This design comes from an exercise in tuning for small area, a short achievable clock period and few clock cycles per item on the open sky130 flow, not from production work.
RTL that was checked went through simulation tests only; none was proved equivalent to the original.
No activity file was given, so power comes from the tool's default toggle rates.

## averaged_current_sense
module averaged_current_sense (
  input  wire logic                            clk,
  input  wire logic                            rst,
  input  wire logic                            s_valid,
  output logic                                 s_ready,
  input  wire logic [acs_pkg::CH_W-1:0]        s_channel,
  input  wire logic                            s_kind,
  input  wire logic [acs_pkg::SAMPLE_BITS-1:0] s_sample,
  output logic                                 r_valid,
  input  wire logic                            r_ready,
  output logic [acs_pkg::CH_W-1:0]             r_channel,
  output logic                                 r_kind,
  output logic [acs_pkg::SAMPLE_BITS-1:0]      r_average,
  output logic [acs_pkg::MA_W-1:0]             r_current_ma,
  input  wire logic                            cfg_we,
  input  wire logic [acs_pkg::CFG_IDX_W-1:0]   cfg_index,
  input  wire logic [acs_pkg::CFG_W-1:0]       cfg_data
);
Size in the first run: ~3200 cells after synthesis.
clock: 8.5 ns
lec_check: 0
abc_area: 1
abc_clock_period_in_ps: 3500
cap_margin: 20
core_margin: 2
core_utilization: 40
cts_buf_list: sky130_fd_sc_hd__clkbuf_4 sky130_fd_sc_hd__clkbuf_8
cts_cluster_size: 30
setup_slack_margin: 5.0
slew_margin: 20
standard.sh (not shown) runs the stock make flow with config.mk's settings and CLKGATE_MAP_FILE= SYNTH_SCRIPT=/design/flow/synth_recipe.tcl, a recipe that flattens the netlist after the stock synthesis.
==> flow/flow/run.sh <==
#!/bin/bash
# The standard layout, with buf_2 port buffers, resizing not held to a cell's
# footprint, and timing repair aiming at 5.2 ns of setup slack.
bash standard.sh MATCH_CELL_FOOTPRINT=0 "BUFFER_PORTS_ARGS=-buffer_cell sky130_fd_sc_hd__buf_2" SETUP_SLACK_MARGIN=5.2 finish > standard.log 2>&1
The starting point completed with no timing, DRC or antenna violations.
Testbench counts at the start, summed over its fixed seeds: cycles 16,657, items 4,813.
Rerun with:
==> flow/flow/run.sh (replaced) <==
#!/bin/bash
# The standard layout, with buf_2 port buffers, resizing not held to a cell's
# footprint, and timing repair aiming at 5.5 ns of setup slack.
bash standard.sh MATCH_CELL_FOOTPRINT=0 "BUFFER_PORTS_ARGS=-buffer_cell sky130_fd_sc_hd__buf_2" SETUP_SLACK_MARGIN=5.5 finish > standard.log 2>&1
Count of clock-buffer cells in the layout is higher by 2.
Combinational power is higher by 19%.
Via count is higher by 4.5%.
Rerun with:
==> flow/flow/run.sh (replaced) <==
#!/bin/bash
# The standard layout, with buf_2 port buffers, resizing not held to a cell's
# footprint, and timing repair aiming at 5.35 ns of setup slack.
bash standard.sh MATCH_CELL_FOOTPRINT=0 "BUFFER_PORTS_ARGS=-buffer_cell sky130_fd_sc_hd__buf_2" SETUP_SLACK_MARGIN=5.35 finish > standard.log 2>&1
CTS_CLUSTER_DIAMETER = 100   (was unset)
CTS_CLUSTER_SIZE = 12   (was 30)
The new run passed the timing, DRC and antenna checks. Power went down by roughly a tenth. Count of clock-buffer cells in the layout drops by 42. Wire length is lower by a few percent. Fmax goes up by a few percent. Worst setup slack gains 0.10 ns. Final area goes down by a few percent. Utilization falls by 3.5 points.
Rerun with:
==> flow/flow/run.sh (replaced) <==
#!/bin/bash
# The standard layout, with buf_2 port buffers, resizing not held to a cell's
# footprint, and timing repair aiming at 5.2 ns of setup slack.
bash standard.sh MATCH_CELL_FOOTPRINT=0 "BUFFER_PORTS_ARGS=-buffer_cell sky130_fd_sc_hd__buf_2" SETUP_SLACK_MARGIN=5.2 finish > standard.log 2>&1
Non-clock buffer count decreases by 86.
Clock-buffer cell count goes up by 1.
Combinational power falls by 9.6%.
Total power fell by 5.7%.
Via count fell by 1.6%.
Worst hold slack gains 0.012 ns.
Setup slack degrades by 0.010 ns.
Rerun with:
CAP_MARGIN = 5   (was 20)
SLEW_MARGIN = 5   (was 20)
Outcome: The new run finished with timing, DRC and antenna clean; synthesized cell count does not change; global-route usage stays the same; final cell count stays the same; sequential cell count is unchanged; core utilization does not change; non-clock buffer count is unchanged; setup slack is unchanged; total power does not change; final area does not change; first-iteration DRC count does not change; via count stays the same.

========
Starting RTL as in the previous note.
export LEC_CHECK = 0
export ABC_AREA = 1
export ABC_CLOCK_PERIOD_IN_PS = 3500
export CAP_MARGIN = 20
export CORE_MARGIN = 2
export CORE_UTILIZATION = 40
export CTS_BUF_LIST = sky130_fd_sc_hd__clkbuf_4 sky130_fd_sc_hd__clkbuf_8
export CTS_CLUSTER_DIAMETER = 100
export CTS_CLUSTER_SIZE = 15
export SETUP_SLACK_MARGIN = 5.0
export SLEW_MARGIN = 20
create_clock -name core_clock -period 8.5 [get_ports {clk}]
==> flow/flow/run.sh <==
#!/bin/bash
# The standard layout, with buf_2 port buffers and resizing not held to a cell's footprint.
bash standard.sh MATCH_CELL_FOOTPRINT=0 "BUFFER_PORTS_ARGS=-buffer_cell sky130_fd_sc_hd__buf_2" finish > standard.log 2>&1
Testbench counts at the start, summed over its fixed seeds: cycles 16,657, items 4,813.
==> next run, changes <==
--- a/flow/config.mk
+++ b/flow/config.mk
@@ -13,5 +13,4 @@
 export CTS_BUF_LIST = sky130_fd_sc_hd__clkbuf_4 sky130_fd_sc_hd__clkbuf_8
-export CTS_CLUSTER_DIAMETER = 100
-export CTS_CLUSTER_SIZE = 15
-export SETUP_SLACK_MARGIN = 5.0
+export CTS_CLUSTER_SIZE = 30
+export SETUP_SLACK_MARGIN = 4.7
 export SLEW_MARGIN = 20
Effect: The changed run ran to the end with no violations; wire length came out higher by a few percent; total power came out higher by a few percent; count of clock-buffer cells in the layout came out higher by 63; cell count came out higher slightly; die area stays the same; sequential cell count is unchanged; worst setup slack got worse by 0.26 ns; critical path depth came out lower by 4.
==> next run, changes <==
--- a/flow/config.mk
+++ b/flow/config.mk
@@ -12,5 +12,6 @@
 export CORE_UTILIZATION = 40
-export CTS_BUF_LIST = sky130_fd_sc_hd__clkbuf_4 sky130_fd_sc_hd__clkbuf_8
+export CTS_BUF_LIST = sky130_fd_sc_hd__clkbuf_8 sky130_fd_sc_hd__clkbuf_16
+export CTS_CLUSTER_DIAMETER = 100
 export CTS_CLUSTER_SIZE = 30
-export SETUP_SLACK_MARGIN = 4.7
+export SETUP_SLACK_MARGIN = 5.0
 export SLEW_MARGIN = 20
After rerunning:
- The new run completed without violations
- via count went down slightly
- critical path depth climbs by 1
- combinational power rises by a few percent
- design area fell slightly
- global-route usage shrinks by 0.81 points
- worst hold slack improves by 0.013 ns
==> next run, changes <==
==> flow/flow/run.sh (replaced) <==
#!/bin/bash
# The standard layout, with buf_2 port buffers, resizing not held to a cell's
# footprint, and timing repair aiming at 5.2 ns of setup slack.
bash standard.sh MATCH_CELL_FOOTPRINT=0 "BUFFER_PORTS_ARGS=-buffer_cell sky130_fd_sc_hd__buf_2" SETUP_SLACK_MARGIN=5.2 finish > standard.log 2>&1
--- a/flow/config.mk
+++ b/flow/config.mk
@@ -12,5 +12,5 @@
 export CORE_UTILIZATION = 40
-export CTS_BUF_LIST = sky130_fd_sc_hd__clkbuf_8 sky130_fd_sc_hd__clkbuf_16
+export CTS_BUF_LIST = sky130_fd_sc_hd__clkbuf_4 sky130_fd_sc_hd__clkbuf_8
 export CTS_CLUSTER_DIAMETER = 100
-export CTS_CLUSTER_SIZE = 30
+export CTS_CLUSTER_SIZE = 15
 export SETUP_SLACK_MARGIN = 5.0
Result: Routed wire length increases by 4.5%. Fmax came out higher by about 5%. Area after synthesis stays the same.

========
Another version of the RTL of averaged_current_sense (not shown whole).
Size in the first run: about 2100 cells after synthesis, about 490 flip-flops.
export LEC_CHECK = 0
export ABC_CLOCK_PERIOD_IN_PS = 4000
export CAP_MARGIN = 20
export CORE_MARGIN = 2
export CORE_UTILIZATION = 40
export SETUP_SLACK_MARGIN = 4.0
export SLEW_MARGIN = 20
create_clock -name core_clock -period 8.5 [get_ports {clk}]
run.sh (not shown) runs the stock make flow with config.mk's settings and CLKGATE_MAP_FILE= SYNTH_SCRIPT=/design/flow/synth_recipe.tcl, a recipe that flattens the netlist after the stock synthesis.
Stock flow here: none of the scripts above is used.
The baseline completed with no timing, DRC or antenna violations.
Then changed:
--- a/flow/config.mk
+++ b/flow/config.mk
@@ -7,3 +7,3 @@
 export LEC_CHECK = 0
-export ABC_CLOCK_PERIOD_IN_PS = 4000
+export ABC_CLOCK_PERIOD_IN_PS = 3500
 export CAP_MARGIN = 20
@@ -11,3 +11,3 @@
 export CORE_UTILIZATION = 40
-export SETUP_SLACK_MARGIN = 4.0
+export SETUP_SLACK_MARGIN = 4.7
 export SLEW_MARGIN = 20
The changed run finished with timing, DRC and antenna clean; first-iteration DRC count rose by 15%; power came out higher by 7.3%; setup slack improved by 330 ps; design area goes up by 3.8%; synthesized cell count stays the same; combinational power came out higher by 21%.
No functional check of the RTL was part of any run of this note.

========
Another version of the RTL of averaged_current_sense (not shown whole).
Size: about 1900 cells after synthesis, roughly 430 flip-flops, roughly 75 I/O pins, ~23000 um2 of cells after synthesis.
clock: 8.5 ns
lec_check: 0
abc_clock_period_in_ps: 3500
cap_margin: 20
core_margin: 2
core_utilization: 60
place_density: 0.7
setup_slack_margin: 4.7
slew_margin: 20
standard.sh (not shown) runs the stock make flow with config.mk's settings and CLKGATE_MAP_FILE= SYNTH_SCRIPT=/design/flow/synth_recipe.tcl, a recipe that flattens the netlist after the stock synthesis.
==> flow/flow/run.sh <==
#!/bin/bash
# The standard layout, with buf_2 port buffers and resizing not held to a cell's footprint.
bash standard.sh MATCH_CELL_FOOTPRINT=0 "BUFFER_PORTS_ARGS=-buffer_cell sky130_fd_sc_hd__buf_2" finish > standard.log 2>&1
Rerun with:
- CORE_UTILIZATION: 60 -> 40
- PLACE_DENSITY: 0.7 -> not set
Effect: The new run went through all stages and came out clean. Cell area increases by about 0.8%. Setup slack improved by 0.060 ns. Maximum frequency rose by about 1.6%. Routed wire length rose by about 2.4%.
Rerun with:
- ABC_CLOCK_PERIOD_IN_PS: 3500 -> 3200
- SETUP_SLACK_MARGIN: 4.7 -> 5.0
The changed run passed the timing, DRC and antenna checks.
Final cell count increases by 2.0%.
Design area climbs by 3.7%.
First-iteration DRC count climbs by 16%.
Power rises by 9.1%.
Worst setup slack improved by 0.025 ns.
No functional check of the RTL was part of any run of this note.

afterwards: timing with drivers on the ports:
In the flow no input, the clock included, has a driving cell. The finished layouts below were timed again as built, in two steps. Step 1 (the two cells are an assumption about what drives the block):
set clk [get_ports {clk}]
set_driving_cell -lib_cell sky130_fd_sc_hd__clkbuf_16 $clk
set_driving_cell -lib_cell sky130_fd_sc_hd__buf_2 [delete_from_list [all_inputs] $clk]
Step 2 times the ports against the registers' clock, not the clock port: input delays grow and output delays shrink by t, the midpoint of the rising clock arrivals with the driver on. Three values: no drivers, after step 1, after step 2; two values: the first two.
| run | shift t [ns] | slack for setup (ns) | latest minus earliest clock arrival (ns) |
|---|---|---|---|
| the first run of note 1 | 0.742 | 5.259 / 5.254 / 4.511 | 0.055 / 0.055 |
| the second run of note 1 | 0.738 | 5.139 / 5.139 / 4.763 | 0.042 / 0.042 |
| the third run of note 1 | 0.738 | 5.240 / 5.240 / 4.750 | 0.056 / 0.057 |
| the fourth run of note 1 | 0.722 | 5.230 / 5.230 / 4.640 | 0.055 / 0.056 |
| the fifth run of note 1 | 0.722 | 5.230 / 5.230 / 4.640 | 0.055 / 0.056 |
| the first run of note 2 | 0.715 | 5.100 / 5.100 / 4.433 | 0.061 / 0.061 |
| the second run of note 2 | 0.735 | 4.842 / 4.842 / 4.190 | 0.048 / 0.048 |
| the third run of note 2 | 0.663 | 5.076 / 5.076 / 4.547 | 0.026 / 0.027 |
| the fourth run of note 2 | 0.707 | 5.231 / 5.231 / 4.646 | 0.060 / 0.060 |
| the first run of note 3 | 0.637 | 4.140 / 4.166 / 3.530 | 0.021 / 0.021 |
| the second run of note 3 | 0.646 | 4.470 / 4.470 / 3.861 | 0.017 / 0.016 |
| the first run of note 4 | 0.601 | 4.684 / 4.684 / 4.332 | 0.015 / 0.015 |
| the second run of note 4 | 0.606 | 4.744 / 4.744 / 4.300 | 0.028 / 0.028 |
| the third run of note 4 | 0.603 | 4.769 / 4.769 / 4.410 | 0.018 / 0.017 |
After both steps every run listed still meets setup and hold. For the first run of note 1, which loses most, drivers alone change the setup slack by -0.005 ns; drivers and shift together by -0.748 ns.
